What follows belongs to an exercise in optimizing a design on an open flow for small area, a short achievable clock period and few clock cycles per item; a production flow would make more cautious choices.
Power and IR drop assume default switching activity.

==> build 34: inputs <==
// ospfb_top
module ospfb_top #(
  parameter int FFT_LEN = 32,
  parameter int DEC_FAC = 24,
  parameter int PTAPS   = 4,
  localparam int BR_W   = $clog2(FFT_LEN)
) (
  input  logic    clk,
  input  logic    rst_n,
  input  logic    in_valid,
  input  ospfb_pkg::sample_t in_data,
  output logic    in_ready,
  output logic    out_valid,
  output ospfb_pkg::out_t    out_data,
  output logic    out_last,
  output logic    out_sat,
  output logic    frame_start
);
  logic [SAMPLE_W-1:0]       in_q;
  logic [FFT_LEN-1:0]        wsel;
  logic                      commit;
  logic                      beat_valid;
  logic                      beat_last;
  logic [PTAPS*DIG_W-1:0]    beat_dig;
  logic [PTAPS*SAMPLE_W-1:0] taps_data;
  logic                      acc_valid;
  ospfb_pkg::acc_t           acc;
  logic                      acc_last;
  always_ff @(posedge clk) begin
    in_q <= in_data;
  end
  ospfb_ctrl #(
    .FFT_LEN(FFT_LEN),
    .DEC_FAC(DEC_FAC),
    .PTAPS  (PTAPS)
  ) i_ctrl (
    .clk        (clk),
    .rst_n      (rst_n),
    .in_valid   (in_valid),
    .in_ready   (in_ready),
    .wsel       (wsel),
    .commit     (commit),
    .beat_valid (beat_valid),
    .beat_last  (beat_last),
    .beat_dig   (beat_dig),
    .frame_start(frame_start)
  );
  pfb_delay_line #(
    .FFT_LEN(FFT_LEN),
    .PTAPS  (PTAPS)
  ) i_delay_line (
    .clk      (clk),
    .wsel     (wsel),
    .wdata    (in_q),
    .commit   (commit),
    .taps_data(taps_data)
  );
  pfb_mac #(
    .PTAPS(PTAPS)
  ) i_mac (
    .clk       (clk),
    .rst_n     (rst_n),
    .beat_valid(beat_valid),
    .beat_last (beat_last),
    .beat_dig  (beat_dig),
    .taps_data (taps_data),
    .acc_valid (acc_valid),
    .acc       (acc),
    .acc_last  (acc_last)
  );
  pfb_out_stage i_out_stage (
    .clk      (clk),
    .rst_n    (rst_n),
  ...
export LEC_CHECK = 0
export ABC_CLOCK_PERIOD_IN_PS = 3000
export CAP_MARGIN = 20
export CORE_MARGIN = 2
export CORE_UTILIZATION = 40
export CTS_CLUSTER_DIAMETER = 150
export CTS_CLUSTER_SIZE = 28
export SLEW_MARGIN = 20
create_clock -name core_clock -period 9.0 [get_ports {clk}]
standard.sh (not shown) runs the stock make flow with config.mk's settings and CLKGATE_MAP_FILE= SYNTH_SCRIPT=/design/flow/synth_recipe.tcl, a recipe that flattens the netlist after the stock synthesis.
==> flow/flow/run.sh <==
#!/bin/bash
# Layout flow: the standard flow (standard.sh, unchanged synthesis) with
# two repair settings changed: timing repair aims below the clock period
# (a larger setup margin), and ports are buffered with buf_4 cells.
# make's full output goes to run_make.log in the work folder.
set -euo pipefail
cd "$(dirname "$0")/.."
MARGIN=${MARGIN:-5.9}
bash standard.sh \
  "SETUP_SLACK_MARGIN=${MARGIN}" \
  "BUFFER_PORTS_ARGS=-buffer_cell sky130_fd_sc_hd__buf_4" \
  finish > run_make.log 2>&1
test -f out/final.def
==> inputs of trial 68, as changes to build 34 <==
--- a/flow/design.v
+++ b/flow/design.v
@@ -38,150 +38,139 @@
     localparam int A  = H - 4 * B;
     assign dig_tab[k] = {A != 0, (A == 2) || (A == -2), A < 0, B != 0, B < 0};
   end
   logic [4:0]  koff;
   logic [4:0]  rres;     
   logic [4:0]  rres_m1;  
   logic        rd_act;
-  logic        end_q;    
   logic        ok;
   logic        chk_q;    
   logic        fresh;
   logic [1:0]  g2;       
   logic [2:0]  gs;       
   logic [4:0]  prd_p1;   
   logic [2:0]  frs;      
   logic signed [6:0] dw;  
   logic signed [6:0] da;  
   logic [FFT_LEN-1:0] pv;
+  logic [FFT_LEN-1:0] ptag;
   logic [4:0]  wres;
   logic [4:0]  ares;
   logic [4:0]  ares_p1;
   logic        inv;
-  logic        rdy_q;    
   logic        accept;
   logic        end_sw;
   logic        start_rd;
   logic [4:0]  koff_n;
   logic [4:0]  rres_n;
   logic        rd_n;
   logic [1:0]  g2_n;
   logic [2:0]  gs_n;
   logic [2:0]  frs_n;
-  logic signed [6:0] dw_n;
-  logic [4:0]  age_nx;
+  logic        tag_w;
   logic        wr_next;    
   logic        pv_nx;      
+  logic        pt_nx;
   logic        commit_n;
   logic [7:0]  x0, x1;
   logic        chk_n;
   logic        free_0, free_1;
   logic        rdy_0, rdy_1;
   logic [4:0]  p_n;
   logic [4:0]  wpos;
-  logic [PTAPS*DIG_W-1:0] dig_n, dig_c, dig_s;
-  assign accept   = in_valid && rdy_q;
-  assign end_sw   = end_q;
+  logic [PTAPS*DIG_W-1:0] dig_n;
+  assign accept   = in_valid && in_ready;
+  assign end_sw   = (koff == 5'd31);
   assign start_rd = end_sw && ok && chk_q;
   assign koff_n = fresh ? 5'd8  : koff + 5'd1;
   assign rres_n = fresh ? 5'd15 : rres_m1;
   assign rd_n   = end_sw ? start_rd : rd_act;
   assign g2_n   = g2 + 2'(start_rd);
   assign gs_n   = (start_rd && gs != 3'd5) ? gs + 3'd1 : gs;
   assign frs_n  = start_rd ? gs : frs;
+  assign tag_w = g2[0] ^ ~dw[6];
   assign wr_next  = inv && (wres == rres_m1);
   assign pv_nx    = pv[rres_m1] || wr_next;
-  assign dw_n     = dw + 7'(inv) - (start_rd ? 7'sd24 : 7'sd0);
-  assign age_nx   = 5'(wres + 5'(inv) - 5'd1 - rres_m1);
-  assign commit_n = !fresh && pv_nx && (dw_n <= $signed({2'b00, age_nx}));
+  assign pt_nx    = wr_next ? tag_w : ptag[rres_m1];
+  assign commit_n = !fresh && pv_nx && (pt_nx == g2_n[0]);
   assign x0 = 8'(dw) + 8'(inv) + 8'(5'({2'(3 * g2), 3'b000} + koff + 5'd1));
   assign x1 = 8'(dw) + 8'(inv) - 8'd24 + 8'({2'(3 * (g2 + 2'd1)), 3'b000});
   assign chk_n = start_rd ? !x1[7] : !x0[7];
   assign free_0 = !pv[ares]    || (commit && rres == ares)    || (commit_n && rres_n == ares);
   assign free_1 = !pv[ares_p1] || (commit && rres == ares_p1) || (commit_n && rres_n == ares_p1);
   assign rdy_0 = free_0 && (start_rd ? (da < 7'sd48) : (da < 7'sd24));
   assign rdy_1 = free_1 && (start_rd ? (da < 7'sd47) : (da < 7'sd23));
-  assign wpos = 5'(rres_m1 - wres);
-  assign wsel = inv ? (FFT_LEN'(1) << wpos) : '0;
-  function automatic logic [PTAPS*DIG_W-1:0] beat_digits(input logic [4:0] p, input logic [2:0] f);
-    logic [7:0] thr;
-    case (f)
-      3'd0:    thr = 8'd24;
-      3'd1:    thr = 8'd48;
-      3'd2:    thr = 8'd72;
-      3'd3:    thr = 8'd96;
-      3'd4:    thr = 8'd120;
-      default: thr = 8'd255;
-    endcase
+  assign wpos = 5'(rres_n - 5'd1 - ares);
+  assign p_n = start_rd ? {2'(3 * g2), 3'b000} : prd_p1;
+  always_comb begin
     for (int t = 0; t < PTAPS; t++) begin
-      if ((8'(32 * t) + 8'(p)) >= thr)
-        beat_digits[t*DIG_W +: DIG_W] = '0;
+      if ((32 * t + int'(p_n)) >= 24 * (int'(frs_n) + 1))
+        dig_n[t*DIG_W +: DIG_W] = '0;
       else
-        beat_digits[t*DIG_W +: DIG_W] = dig_tab[t*FFT_LEN + int'(p)];
+        dig_n[t*DIG_W +: DIG_W] = dig_tab[t*FFT_LEN + int'(p_n)];
     end
-  endfunction
-  assign dig_c = beat_digits(prd_p1, frs);
-  assign dig_s = beat_digits({2'(3 * g2), 3'b000}, gs);
-  assign dig_n = start_rd ? dig_s : dig_c;
-  assign p_n   = start_rd ? {2'(3 * g2), 3'b000} : prd_p1;
+  end
   always_ff @(posedge clk or negedge rst_n) begin
     if (!rst_n) begin
+      koff        <= '0;
+      rres        <= 5'd23;
+      rres_m1     <= 5'd22;
       rd_act      <= 1'b0;
-      end_q       <= 1'b0;
       ok          <= 1'b0;
       chk_q       <= 1'b0;
       fresh       <= 1'b1;
       g2          <= '0;
       gs          <= '0;
+      prd_p1      <= 5'd1;
+      frs         <= '0;
       dw          <= -7'sd24;
       da          <= -7'sd24;
       pv          <= '0;
       wres        <= '0;
       ares        <= '0;
       ares_p1     <= 5'd1;
       inv         <= 1'b0;
       in_ready    <= 1'b0;
-      rdy_q       <= 1'b0;
       beat_valid  <= 1'b0;
       beat_last   <= 1'b0;
       frame_start <= 1'b0;
     end else begin
+      koff     <= koff_n;
+      rres     <= rres_n;
+      rres_m1  <= rres_n - 5'd1;
       rd_act   <= rd_n;
-      end_q    <= (koff_n == 5'd31);
       ok       <= fresh ? 1'b0 : (end_sw ? 1'b1 : (ok && chk_q));
       chk_q    <= chk_n;
       if (accept) fresh <= 1'b0;
       g2       <= g2_n;
       gs       <= gs_n;
-      dw       <= dw_n;
+      prd_p1   <= p_n + 5'd1;
+      frs      <= frs_n;
+      dw       <= dw + 7'(inv) - (start_rd ? 7'sd24 : 7'sd0);
       da       <= da + 7'(accept) - (start_rd ? 7'sd24 : 7'sd0);
       if (commit) pv[rres] <= 1'b0;
       if (inv)    pv[wres] <= 1'b1;
       wres     <= wres + 5'(inv);
       if (accept) begin
         ares    <= ares_p1;
         ares_p1 <= ares_p1 + 5'd1;
       end
       inv      <= accept;
-      in_ready <= (in_valid && in_ready) ? rdy_1 : rdy_0;
-      rdy_q    <= accept ? rdy_1 : rdy_0;
+      in_ready <= accept ? rdy_1 : rdy_0;
       beat_valid  <= rd_n;
       beat_last   <= rd_n && (koff_n == 5'd31);
       frame_start <= rd_n && (koff_n == 5'd0);
     end
   end
   always_ff @(posedge clk) begin
-    koff    <= koff_n;
-    rres    <= rres_n;
-    rres_m1 <= rres_n - 5'd1;
-    prd_p1  <= p_n + 5'd1;
-    frs     <= frs_n;
-    commit  <= commit_n;
+    wsel   <= accept ? (FFT_LEN'(1) << wpos) : '0;
+    commit <= commit_n;
   end
   always_ff @(posedge clk) begin
+    if (inv) ptag[wres] <= tag_w;
     beat_dig <= dig_n;
   end
 endmodule
 `timescale 1ns/1ns
 import ospfb_pkg::*;
 module pfb_delay_line #(
   parameter int FFT_LEN = 32,
@@ -223,34 +212,34 @@
   output ospfb_pkg::acc_t           acc,
   output logic                      acc_last
 );
   localparam int W = ACC_W;
   localparam int NV = 2 * PTAPS + 1;
   logic [W-1:0] v [NV];
   logic [2:0]   nb;
-  localparam logic [W-1:0] K_SIGN = W'(-(PTAPS * (1 << (SAMPLE_W)) + PTAPS * (1 << (SAMPLE_W + 1))));
   always_comb begin
     nb = '0;
     for (int t = 0; t < PTAPS; t++) begin
       logic [SAMPLE_W-1:0] x;
       logic a_nz, a_two, a_neg, b_nz, b_neg;
-      logic [SAMPLE_W:0]   ma;
-      logic [SAMPLE_W-1:0] mb;
+      logic [W-1:0] ta, tb;
       x = taps_data[t*SAMPLE_W +: SAMPLE_W];
       {a_nz, a_two, a_neg, b_nz, b_neg} = beat_dig[t*DIG_W +: DIG_W];
-      if (a_two)      ma = {x, 1'b0};
-      else if (a_nz)  ma = {x[SAMPLE_W-1], x};
-      else            ma = '0;
-      ma = ma ^ {(SAMPLE_W+1){a_neg}};
-      mb = (b_nz ? x : '0) ^ {SAMPLE_W{b_neg}};
-      v[2*t]   = W'({~ma[SAMPLE_W], ma[SAMPLE_W-1:0]});
-      v[2*t+1] = W'({~mb[SAMPLE_W-1], mb[SAMPLE_W-2:0], 1'b0, a_neg});
+      if (a_two)      ta = W'($signed({x, 1'b0}));
+      else if (a_nz)  ta = W'($signed(x));
+      else            ta = '0;
+      ta = ta ^ {W{a_neg}};
+      tb = b_nz ? W'($signed({x, 2'b00})) : '0;
+      tb = tb ^ {{(W-2){b_neg}}, 2'b00};
+      tb[0] = a_neg;
+      v[2*t]   = ta;
+      v[2*t+1] = tb;
       nb = nb + 3'(b_neg);
     end
-    v[NV-1] = K_SIGN | W'({nb, 2'b00});
+    v[NV-1] = W'({nb, 2'b00});
   end
   function automatic logic [2*W-1:0] csa(input logic [W-1:0] a, input logic [W-1:0] b, input logic [W-1:0] c);
     logic [W-1:0] s, cy;
     s  = a ^ b ^ c;
     cy = ((a & b) | (a & c) | (b & c)) << 1;
     csa = {cy, s};
   endfunction
==> flow/run.sh (new file) <==
#!/bin/bash
# synth_recipe.tcl (not shown) runs the flow's synth.tcl, then flattens the netlist and writes it again
# the make line also repeats each setting of config.mk as NAME=value (left out here)
make -C /OpenROAD-flow-scripts/flow DESIGN_CONFIG=/design/flow/config.mk WORK_HOME=/design/flow/orfs CLKGATE_MAP_FILE= SYNTH_SCRIPT=/design/flow/synth_recipe.tcl finish
--- a/flow/config.mk
+++ b/flow/config.mk
@@ -6,9 +6,9 @@
 export NUM_CORES = 4
 export LEC_CHECK = 0
 export ABC_CLOCK_PERIOD_IN_PS = 3000
 export CAP_MARGIN = 20
 export CORE_MARGIN = 2
 export CORE_UTILIZATION = 40
 export CTS_CLUSTER_DIAMETER = 150
-export CTS_CLUSTER_SIZE = 28
+export CTS_CLUSTER_SIZE = 24
 export SLEW_MARGIN = 20
removed: flow/flow/run.sh
removed: flow/standard.sh
==> inputs of trial 41, as changes to build 34 <==
--- a/flow/design.v
+++ b/flow/design.v
@@ -21,14 +21,15 @@
 ) (
   input  logic                     clk,
   input  logic                     rst_n,
   input  logic                     in_valid,
   output logic                     in_ready,
   output logic [FFT_LEN-1:0]       wsel,
   output logic                     commit,
+  output logic                     late,
   output logic                     beat_valid,
   output logic                     beat_last,
   output logic [PTAPS*DIG_W-1:0]   beat_dig,
   output logic                     frame_start
 );
   localparam int NCOEF = FFT_LEN * PTAPS;
   logic [DIG_W-1:0] dig_tab [NCOEF];
@@ -48,15 +49,16 @@
   logic        fresh;
   logic [1:0]  g2;       
   logic [2:0]  gs;       
   logic [4:0]  prd_p1;   
   logic [2:0]  frs;      
   logic signed [6:0] dw;  
   logic signed [6:0] da;  
-  logic [FFT_LEN-1:0] pv;
+  logic [FFT_LEN-1:0] pvr;     
+  logic [4:0]  apos;     
   logic [4:0]  wres;
   logic [4:0]  ares;
   logic [4:0]  ares_p1;
   logic        inv;
   logic        rdy_q;    
   logic        accept;
   logic        end_sw;
@@ -65,43 +67,46 @@
   logic [4:0]  rres_n;
   logic        rd_n;
   logic [1:0]  g2_n;
   logic [2:0]  gs_n;
   logic [2:0]  frs_n;
   logic signed [6:0] dw_n;
   logic [4:0]  age_nx;
-  logic        wr_next;    
+  logic [7:0]  dw_f;
+  logic [4:0]  age_1;
   logic        pv_nx;      
   logic        commit_n;
   logic [7:0]  x0, x1;
   logic        chk_n;
   logic        free_0, free_1;
   logic        rdy_0, rdy_1;
   logic [4:0]  p_n;
   logic [4:0]  wpos;
   logic [PTAPS*DIG_W-1:0] dig_n, dig_c, dig_s;
   assign accept   = in_valid && rdy_q;
   assign end_sw   = end_q;
-  assign start_rd = end_sw && ok && chk_q;
-  assign koff_n = fresh ? 5'd8  : koff + 5'd1;
-  assign rres_n = fresh ? 5'd15 : rres_m1;
+  assign start_rd = end_sw && ((ok && chk_q) || (!dw[6] && gs < 3'd2));
+  assign koff_n = fresh ? 5'd7  : koff + 5'd1;
+  assign rres_n = fresh ? 5'd16 : rres_m1;
   assign rd_n   = end_sw ? start_rd : rd_act;
   assign g2_n   = g2 + 2'(start_rd);
   assign gs_n   = (start_rd && gs != 3'd5) ? gs + 3'd1 : gs;
   assign frs_n  = start_rd ? gs : frs;
-  assign wr_next  = inv && (wres == rres_m1);
-  assign pv_nx    = pv[rres_m1] || wr_next;
+  assign dw_f     = start_rd ? 8'(dw) : 8'(dw) + 8'd24;
+  assign age_1    = 5'(wres - 5'd1 - rres_m1);
+  assign late     = rd_n && pvr[1] && ($signed(dw_f) <= $signed({3'b000, age_1}));
+  assign pv_nx    = (pvr[1] && !late) || wsel[0];
   assign dw_n     = dw + 7'(inv) - (start_rd ? 7'sd24 : 7'sd0);
   assign age_nx   = 5'(wres + 5'(inv) - 5'd1 - rres_m1);
   assign commit_n = !fresh && pv_nx && (dw_n <= $signed({2'b00, age_nx}));
   assign x0 = 8'(dw) + 8'(inv) + 8'(5'({2'(3 * g2), 3'b000} + koff + 5'd1));
   assign x1 = 8'(dw) + 8'(inv) - 8'd24 + 8'({2'(3 * (g2 + 2'd1)), 3'b000});
   assign chk_n = start_rd ? !x1[7] : !x0[7];
-  assign free_0 = !pv[ares]    || (commit && rres == ares)    || (commit_n && rres_n == ares);
-  assign free_1 = !pv[ares_p1] || (commit && rres == ares_p1) || (commit_n && rres_n == ares_p1);
+  assign free_0 = !pvr[apos] || (commit && apos == 5'd0) || ((late || commit_n) && apos == 5'd1);
+  assign free_1 = !pvr[5'(apos - 5'd1)] || (commit && apos == 5'd1) || ((late || commit_n) && apos == 5'd2);
   assign rdy_0 = free_0 && (start_rd ? (da < 7'sd48) : (da < 7'sd24));
   assign rdy_1 = free_1 && (start_rd ? (da < 7'sd47) : (da < 7'sd23));
   assign wpos = 5'(rres_m1 - wres);
   assign wsel = inv ? (FFT_LEN'(1) << wpos) : '0;
   function automatic logic [PTAPS*DIG_W-1:0] beat_digits(input logic [4:0] p, input logic [2:0] f);
     logic [7:0] thr;
     case (f)
@@ -130,15 +135,16 @@
       ok          <= 1'b0;
       chk_q       <= 1'b0;
       fresh       <= 1'b1;
       g2          <= '0;
       gs          <= '0;
       dw          <= -7'sd24;
       da          <= -7'sd24;
-      pv          <= '0;
+      pvr         <= '0;
+      apos        <= 5'd16;
       wres        <= '0;
       ares        <= '0;
       ares_p1     <= 5'd1;
       inv         <= 1'b0;
       in_ready    <= 1'b0;
       rdy_q       <= 1'b0;
       beat_valid  <= 1'b0;
@@ -150,16 +156,16 @@
       ok       <= fresh ? 1'b0 : (end_sw ? 1'b1 : (ok && chk_q));
       chk_q    <= chk_n;
       if (accept) fresh <= 1'b0;
       g2       <= g2_n;
       gs       <= gs_n;
       dw       <= dw_n;
       da       <= da + 7'(accept) - (start_rd ? 7'sd24 : 7'sd0);
-      if (commit) pv[rres] <= 1'b0;
-      if (inv)    pv[wres] <= 1'b1;
+      pvr      <= wsel | {pvr[0] && !commit, pvr[FFT_LEN-1:2], pvr[1] && !late};
+      apos     <= 5'((fresh ? 5'd17 : apos) - 5'd1 - 5'(accept));
       wres     <= wres + 5'(inv);
       if (accept) begin
         ares    <= ares_p1;
         ares_p1 <= ares_p1 + 5'd1;
       end
       inv      <= accept;
       in_ready <= (in_valid && in_ready) ? rdy_1 : rdy_0;
@@ -187,27 +193,30 @@
   parameter int FFT_LEN = 32,
   parameter int PTAPS   = 4
 ) (
   input  logic                      clk,
   input  logic [FFT_LEN-1:0]        wsel,      
   input  logic [SAMPLE_W-1:0]       wdata,
   input  logic                      commit,    
+  input  logic                      late,      
   output logic [PTAPS*SAMPLE_W-1:0] taps_data  
 );
   localparam int CW = PTAPS * SAMPLE_W;
   localparam int SW = SAMPLE_W;
   logic [FFT_LEN*CW-1:0] tap;
   logic [FFT_LEN*SW-1:0] pend;
   always_ff @(posedge clk) begin
     for (int k = 0; k < FFT_LEN; k++) begin
       pend[k*SW +: SW] <= wsel[k] ? (wdata ^ {SW{k[0]}}) : ~pend[((k+1)%FFT_LEN)*SW +: SW];
     end
-    for (int k = 0; k < FFT_LEN - 1; k++) begin
+    for (int k = 1; k < FFT_LEN - 1; k++) begin
       tap[k*CW +: CW]  <= tap[(k+1)*CW +: CW];
     end
+    tap[CW-1:2*SW] <= tap[CW+CW-1:CW+2*SW];
+    tap[2*SW-1:0]  <= late ? {tap[CW+SW-1:CW], ~pend[SW+SW-1:SW]} : tap[CW+2*SW-1:CW];
     tap[(FFT_LEN-1)*CW +: CW]  <= commit ? {tap[CW-SW-1:0], pend[SW-1:0]} : tap[CW-1:0];
   end
   assign taps_data = tap[CW-1:0];
 endmodule
 `timescale 1ns/1ns
 import ospfb_pkg::*;
 module pfb_mac #(
@@ -339,14 +348,15 @@
   output logic    out_last,
   output logic    out_sat,
   output logic    frame_start
 );
   logic [SAMPLE_W-1:0]       in_q;
   logic [FFT_LEN-1:0]        wsel;
   logic                      commit;
+  logic                      late;
   logic                      beat_valid;
   logic                      beat_last;
   logic [PTAPS*DIG_W-1:0]    beat_dig;
   logic [PTAPS*SAMPLE_W-1:0] taps_data;
   logic                      acc_valid;
   ospfb_pkg::acc_t           acc;
   logic                      acc_last;
@@ -360,27 +370,29 @@
   ) i_ctrl (
     .clk        (clk),
     .rst_n      (rst_n),
     .in_valid   (in_valid),
     .in_ready   (in_ready),
     .wsel       (wsel),
     .commit     (commit),
+    .late       (late),
     .beat_valid (beat_valid),
     .beat_last  (beat_last),
     .beat_dig   (beat_dig),
     .frame_start(frame_start)
   );
   pfb_delay_line #(
     .FFT_LEN(FFT_LEN),
     .PTAPS  (PTAPS)
   ) i_delay_line (
     .clk      (clk),
     .wsel     (wsel),
     .wdata    (in_q),
     .commit   (commit),
+    .late     (late),
     .taps_data(taps_data)
   );
   pfb_mac #(
     .PTAPS(PTAPS)
   ) i_mac (
     .clk       (clk),
     .rst_n     (rst_n),
==> comparison table <==
metric                                                                        trial 68              trial 41           build 34
Power in the clock group                                                       6.64 mW               5.69 mW            5.79 mW
Total via count after detailed routing                                          33,591                34,075             34,564
Origin of the critical flop-to-flop path                                i_ctrl.koff[0]        i_ctrl.wres[0]  i_ctrl.rres_m1[0]
Number of buffer and inverter instances along the worst setup path                   0                     3                  1
Register Area                                                               58,100 µm²            56,300 µm²         56,500 µm²
Initial Utilization                                                              40.2%                 40.2%              40.2%
Area of the multi-input gates                                               16,900 µm²            16,800 µm²         17,100 µm²
Wire length of the first global-routing pass                                189,000 µm            191,000 µm         187,000 µm
Non-CTS buffers                                                                     62                   120                125
TAP cells                                                                        2,511                 2,464              2,480
Post-route design area                                                      83,300 µm²            81,000 µm²         81,500 µm²
Start point of the critical path                                        i_ctrl.koff[0]        i_ctrl.wres[0]    i_ctrl.in_ready
Area share of the largest cell type after synthesis                              71.3%                 73.6%              72.8%
Synth Area in Simple Gates                                                       3.06%                 4.35%              4.59%
Sequential share of power                                                        62.8%                 53.2%              64.7%
Number of fillers in the final layout                                           17,013                16,237             16,597
Area grow syn2layout                                                             8.86%                 10.1%              9.33%
Destination of the critical timing path                             i_ctrl.beat_dig[9]  i_delay_line.tap[28]           in_ready
Run status                                            no timing/DRC/antenna violations  no timing/DRC/antenna violations  no timing/DRC/antenna violations
No functional check of the RTL was part of any run of this note.

## re-timing with driven ports
How much do the figures lean on ideal ports? The routed layouts below were timed once more, with nothing changed but the port constraints.
Step 1, drivers: a clkbuf_16 drives clk and a buf_2 each remaining input, both assumed.
Step 2 also shifts input and output timing later by t, the mid clock arrival at the registers, as if the neighbouring blocks saw the same clock.
a / b / c = ideal / step 1 / step 2; a / b = the first two.
| run | t, ns | setup WS [ns] | worst setup path after step 2 | cell pins on the clock port's net |
|---|---|---|---|---|
| build 34 | 0.832 | 5.862 / 5.785 / 5.454 | input to register | 1 |
| trial 68 | 0.865 | 4.146 / 4.146 / 4.146 | register to register | 1 |
| trial 41 | 0.831 | 5.837 / 5.809 / 5.506 | input to register | 1 |
After both steps every run listed still meets setup and hold. The setup slack of build 34, which loses most, moves by -0.077 ns with the drivers and by -0.408 ns with both steps.
